Context: an optimization exercise on an open-source flow, tuned for small area and a short achievable clock period. The choices shown serve that exercise and are no tape-out recipe.
Function was checked by simulation only, so behaviour that the tests miss may differ from the original.
Power is estimated from default activity; no workload was simulated.

==> trial 66: inputs <==
Design tcp_frame_top, start of the top module:
module tcp_frame_top #(
	parameter int TCP_OPT_WORDS = 3
) (
	input  logic                          clk,
	input  logic                          rst_n,
	input  logic                          start,
	input  logic [47:0]                   mac_dst,
	input  logic [47:0]                   mac_src,
	input  logic [15:0]                   mac_type,
	input  logic [7:0]                    ip_dsf,
	input  logic [15:0]                   ip_id,
	input  logic [2:0]                    ip_flag,
	input  logic [12:0]                   ip_frag_offset,
	input  logic [7:0]                    ip_ttl,
	input  logic [7:0]                    ip_prot,
	input  logic [31:0]                   ip_src,
	input  logic [31:0]                   ip_dst,
	input  logic [15:0]                   tcp_src_port,
	input  logic [15:0]                   tcp_dst_port,
	input  logic [31:0]                   tcp_seq_num,
	input  logic [31:0]                   tcp_ack_num,
	input  logic [3:0]                    tcp_head_len,
	input  logic [5:0]                    tcp_flags,
	input  logic [15:0]                   tcp_window,
	input  logic [15:0]                   tcp_urgent_ptr,
	input  logic [TCP_OPT_WORDS*32-1:0]   tcp_options,
	input  logic [15:0]                   payload_len,
	input  logic [15:0]                   payload_sum,
	input  logic                          data_out_rd,
	input  logic [31:0]                   data_in,
	output logic [31:0]                   data_out,
	output logic [1:0]                    be_out,
	output logic                          data_out_rdy,
	output logic                          sop,
	output logic                          eop,
	output logic                          data_in_rd,
	output logic                          busy
);
export LEC_CHECK = 0
export CAP_MARGIN = 20
export CORE_MARGIN = 2
export CORE_UTILIZATION = 60
export SLEW_MARGIN = 20
export SYNTH_HIERARCHICAL = 1
export SYNTH_MINIMUM_KEEP_SIZE = 0
create_clock -name core_clock -period 14.0 [get_ports {clk}]
standard.sh (not shown) runs the stock make flow with config.mk's settings and CLKGATE_MAP_FILE= SYNTH_SCRIPT=/design/flow/synth_recipe.tcl, a recipe that flattens the netlist after the stock synthesis.
==> flow/flow/run.sh <==
#!/bin/bash
# The standard layout (standard.sh, standard synthesis unchanged) with three
# layout knobs: port buffers of buf_1 cells instead of the delay cells buffer_ports
# picks by default; a clock tree of clkbuf_16 with larger sink clusters and no
# dummy loads; and repair_timing asked for extra setup margin so that it works
# below the design's period. make's full output is in standard.log; each step's
# log is under orfs/logs.
set -euo pipefail
export BUFFER_PORTS_ARGS="-buffer_cell sky130_fd_sc_hd__buf_1"
export CTS_ARGS="-sink_clustering_enable -repair_clock_nets -dont_use_dummy_load -buf_list sky130_fd_sc_hd__clkbuf_16 -sink_clustering_size 30 -sink_clustering_max_diameter 80 -sink_buffer_max_cap_derate 1.0"
export SETUP_SLACK_MARGIN=8.0
bash standard.sh finish > standard.log 2>&1
==> inputs of build 55, as changes to trial 66 <==
--- a/flow/design.v
+++ b/flow/design.v
@@ -1,41 +1,9 @@
 `timescale 1ns/1ps
-module payload_aligner (
-	input  logic        lo_pay,        
-	input  logic        rd_ok,         
-	input  logic        data_out_rd,
-	input  logic [15:0] data_in_hi,
-	input  logic [15:0] head_lo,
-	output logic [15:0] data_out_lo,
-	output logic        data_in_rd
-);
-	logic [15:0] pay_n;    
-	logic [15:0] head_n;   
-	assign head_n = ~(head_lo & {16{~lo_pay}});
-	payload_nand u_sel (
-		.a(data_in_hi),
-		.b({16{lo_pay}}),
-		.y(pay_n)
-	);
-	payload_nand u_merge (
-		.a(pay_n),
-		.b(head_n),
-		.y(data_out_lo)
-	);
-	assign data_in_rd = data_out_rd & rd_ok;
-endmodule
-module payload_nand (
-	input  logic [15:0] a,
-	input  logic [15:0] b,
-	output logic [15:0] y
-);
-	assign y = ~(a & b);
-endmodule
-`timescale 1ns/1ps
 module tcp_frame_top #(
 	parameter int TCP_OPT_WORDS = 3
 ) (
 	input  logic                          clk,
 	input  logic                          rst_n,
 	input  logic                          start,
 	input  logic [47:0]                   mac_dst,
 	input  logic [47:0]                   mac_src,
@@ -101,29 +69,31 @@
 	logic [15:0] tcp_dst_port_q;
 	logic [31:0] tcp_seq_num_q;
 	logic [31:0] tcp_ack_num_q;
 	logic [3:0]  tcp_head_len_q;
 	logic [5:0]  tcp_flags_q;
 	logic [15:0] tcp_window_q;
 	logic [15:0] tcp_urgent_ptr_q;
 	logic [95:0] tcp_options_q;
+	logic [15:0] carry;
 	logic [15:0] ip_total_len_in;
 	logic [15:0] tcp_len_in;
 	logic busy_n, pay_n, lo_pay_n, xq_n, pz_n, rdok_n;
 	logic [16:0] wsel_n;
 	logic [13:0] prem_n;
 	assign capture      = start & ~busy_q;
 	assign accept       = busy_q & data_out_rd;
 	assign last         = lo_pay_q & pz;
 	assign busy         = busy_q;
 	assign data_out_rdy = busy_q;
 	assign sop          = busy_q & wsel[0];
 	assign eop          = last;
 	assign be_out       = last ? {~ip_total_len_q[1], ip_total_len_q[0]} : 2'b00;
+	assign data_in_rd   = data_out_rd & rdok;
 	always_comb begin
 		if (tcp_head_len_q <= 4'd5)
 			opt_words = 2'd0;
 		else if (tcp_head_len_q >= 4'd8)
 			opt_words = 2'd3;
 		else
 			opt_words = 2'(tcp_head_len_q - 4'd5);
 	end
@@ -213,16 +183,20 @@
 			tcp_ack_num_q    <= tcp_ack_num;
 			tcp_head_len_q   <= tcp_head_len;
 			tcp_flags_q      <= tcp_flags;
 			tcp_window_q     <= tcp_window;
 			tcp_urgent_ptr_q <= tcp_urgent_ptr;
 			tcp_options_q    <= tcp_options;
 		end
 	end
+	always_ff @(posedge clk) begin
+		if (data_out_rd)
+			carry <= data_in[15:0];
+	end
 	logic [15:0] ip_al, ip_ah, tc_al, tc_ah;
 	logic        ip_cl, ip_ch, tc_cl, tc_ch;
 	logic [31:0] ip_term, tc_term;
 	logic [16:0] ip_lo, ip_hi, tc_lo, tc_hi;
 	logic [15:0] ip_sum, tc_sum;
 	logic [15:0] ip_chksum;
 	logic [15:0] tcp_chksum;
 	assign ip_term = ({32{stp[1]}} & ip_src_q)
@@ -251,23 +225,18 @@
 			ip_ah <= {8'h45, ip_dsf};
 			ip_cl <= 1'b0;
 			ip_ch <= 1'b0;
 			tc_al <= tcp_len_in;
 			tc_ah <= payload_sum;
 			tc_cl <= 1'b0;
 			tc_ch <= 1'b0;
 		end else begin
-			if (lo_pay_q & data_out_rd) begin
-				ip_al <= data_in[15:0];
-				ip_cl <= 1'b0;
-			end else begin
-				ip_al <= ip_lo[15:0];
-				ip_cl <= ip_lo[16];
-			end
+			ip_al <= ip_lo[15:0];
+			ip_cl <= ip_lo[16];
 			ip_ah <= ip_fold ? {15'h0, ip_ch} : ip_hi[15:0];
 			ip_ch <= ~ip_fold & ip_hi[16];
 			tc_al <= tc_lo[15:0];
 			tc_cl <= tc_lo[16];
 			tc_ah <= tc_fold ? {15'h0, tc_ch} : tc_hi[15:0];
 			tc_ch <= ~tc_fold & tc_hi[16];
 		end
 	end
@@ -304,17 +273,19 @@
 	assign W9 = {tcp_dst_port_q, tcp_seq_num_q[31:16]};
 	assign W10 = {tcp_seq_num_q[15:0], tcp_ack_num_q[31:16]};
 	assign W11 = {tcp_ack_num_q[15:0], tcp_head_len_q, 6'b0, tcp_flags_q};
 	assign W12 = {tcp_window_q, tcp_chksum};
 	assign W13 = {tcp_urgent_ptr_q, tcp_options_q[95:80]};
 	assign W14 = tcp_options_q[79:48];
 	assign W15 = tcp_options_q[47:16];
 	assign W16 = {tcp_options_q[15:0], 16'h0};
+	logic [16:0] lo_sel;
 	logic [31:0] head_word;
+	assign lo_sel = {wsel[16:13] & {4{~lo_pay_q}}, wsel[12:0]};
 	assign head_word[31:16] =
 		({16{wsel[0]}} & W0[31:16]) |
 		({16{wsel[1]}} & W1[31:16]) |
 		({16{wsel[2]}} & W2[31:16]) |
 		({16{wsel[3]}} & W3[31:16]) |
 		({16{wsel[4]}} & W4[31:16]) |
 		({16{wsel[5]}} & W5[31:16]) |
 		({16{wsel[6]}} & W6[31:16]) |
@@ -324,35 +295,27 @@
 		({16{wsel[10]}} & W10[31:16]) |
 		({16{wsel[11]}} & W11[31:16]) |
 		({16{wsel[12]}} & W12[31:16]) |
 		({16{wsel[13]}} & W13[31:16]) |
 		({16{wsel[14]}} & W14[31:16]) |
 		({16{wsel[15]}} & W15[31:16]) |
 		({16{wsel[16]}} & W16[31:16]);
 	assign head_word[15:0] =
-		({16{wsel[0]}} & W0[15:0]) |
-		({16{wsel[1]}} & W1[15:0]) |
-		({16{wsel[2]}} & W2[15:0]) |
-		({16{wsel[3]}} & W3[15:0]) |
-		({16{wsel[4]}} & W4[15:0]) |
-		({16{wsel[5]}} & W5[15:0]) |
-		({16{wsel[6]}} & W6[15:0]) |
-		({16{wsel[7]}} & W7[15:0]) |
-		({16{wsel[8]}} & W8[15:0]) |
-		({16{wsel[9]}} & W9[15:0]) |
-		({16{wsel[10]}} & W10[15:0]) |
-		({16{wsel[11]}} & W11[15:0]) |
-		({16{wsel[12]}} & W12[15:0]) |
-		({16{wsel[13]}} & W13[15:0]) |
-		({16{wsel[14]}} & W14[15:0]) |
-		({16{wsel[15]}} & W15[15:0]);
-	assign data_out[31:16] = head_word[31:16] | ({16{pay_q}} & ip_al);
-	payload_aligner u_aligner (
-		.lo_pay(lo_pay_q),
-		.rd_ok(rdok),
-		.data_out_rd(data_out_rd),
-		.data_in_hi(data_in[31:16]),
-		.head_lo(head_word[15:0]),
-		.data_out_lo(data_out[15:0]),
-		.data_in_rd(data_in_rd)
-	);
+		({16{lo_sel[0]}} & W0[15:0]) |
+		({16{lo_sel[1]}} & W1[15:0]) |
+		({16{lo_sel[2]}} & W2[15:0]) |
+		({16{lo_sel[3]}} & W3[15:0]) |
+		({16{lo_sel[4]}} & W4[15:0]) |
+		({16{lo_sel[5]}} & W5[15:0]) |
+		({16{lo_sel[6]}} & W6[15:0]) |
+		({16{lo_sel[7]}} & W7[15:0]) |
+		({16{lo_sel[8]}} & W8[15:0]) |
+		({16{lo_sel[9]}} & W9[15:0]) |
+		({16{lo_sel[10]}} & W10[15:0]) |
+		({16{lo_sel[11]}} & W11[15:0]) |
+		({16{lo_sel[12]}} & W12[15:0]) |
+		({16{lo_sel[13]}} & W13[15:0]) |
+		({16{lo_sel[14]}} & W14[15:0]) |
+		({16{lo_sel[15]}} & W15[15:0]);
+	assign data_out[31:16] = head_word[31:16] | ({16{pay_q}} & carry);
+	assign data_out[15:0]  = head_word[15:0] | ({16{lo_pay_q}} & data_in[31:16]);
 endmodule
CORE_UTILIZATION = 40   (was 60)
SYNTH_HIERARCHICAL = not set   (was 1)
SYNTH_MINIMUM_KEEP_SIZE = not set   (was 0)
==> comparison table <==
                                                                                   trial 66                 build 55
Clk pwr                                                                             1020 uW                  1060 uW
Final layout net count                                                                 3267                     3216
Reg-to-reg slack, setup                                                             8.81 ns                  8.59 ns
Final GP Congestion                                                                    1.02                    0.963
Share of cell area taken by flip-flops and latches                                    54.9%                    54.9%
NetSw                                                                               1630 uW                  1500 uW
Setup repair after global routing missed its margin                                   false                     true
Number of global-route vias before repair                                             22509                    22319
Number of register bits inferred by synthesis                                           599                      615
Async set-reset flop share out of synthesis                                          0.668%                   0.650%
Final Total Pwr                                                                     4760 uW                  4650 uW
Clock power share                                                                     21.5%                    22.8%
Number of DRC markers in iteration 0                                                   3779                     3344
Biggest cell delay along the critical path                                          0.13 ns                  0.23 ns
Sw frac                                                                               34.2%                    32.3%
Synthesized-area fraction occupied by ao, oa, aoi and oai cells                       19.2%                    19.2%
Share of power burned in registers                                                    48.2%                    50.2%
Share of the final layout cell area in multi-input gates                              31.1%                    30.0%
ANT cells                                                                                 7                       14
Sequential power                                                                    2290 uW                  2330 uW
Cell with the largest stage delay on the worst path                  sky130_fd_sc_hd__buf_2  sky130_fd_sc_hd__a22o_4
Share of final-layout standard cells stronger than drive strength 1                   3.93%                    6.59%
Fraction of synthesized cell area in xor and xnor cells                               2.44%                    2.39%
Status                                                                       finished clean           finished clean
Cell row count                                                                           78                       96
Internal Dissipation                                                                3130 uW                  3140 uW
Routed length on met3                                                              15000 um                 12900 um

re-timing with driven ports:
No port has a modelled driver above. Below, the same layouts with a new extraction and two added sets of constraints.
Step 1: set_driving_cell puts a clkbuf_16 on clk and a buf_2 on each other input, an assumption about the parent block.
Step 2 times the ports against the registers' clock, not the clock port: input delays grow and output delays shrink by t, the midpoint of the rising clock arrivals with the driver on.
a / b / c = no drivers / after step 1 / after step 2; a / b = the first two.
run	t (ns)	setup slack, ns	hold slack, ns
trial 66	0.618	8.009 / 7.977 / 7.652	0.467 / 0.467 / 0.467
build 55	0.641	7.451 / 7.417 / 7.417	0.473 / 0.473 / 0.473
After both steps setup and hold are still met in every run listed. For trial 66, which loses most, drivers alone change the setup slack by -0.032 ns; drivers and shift together by -0.357 ns.
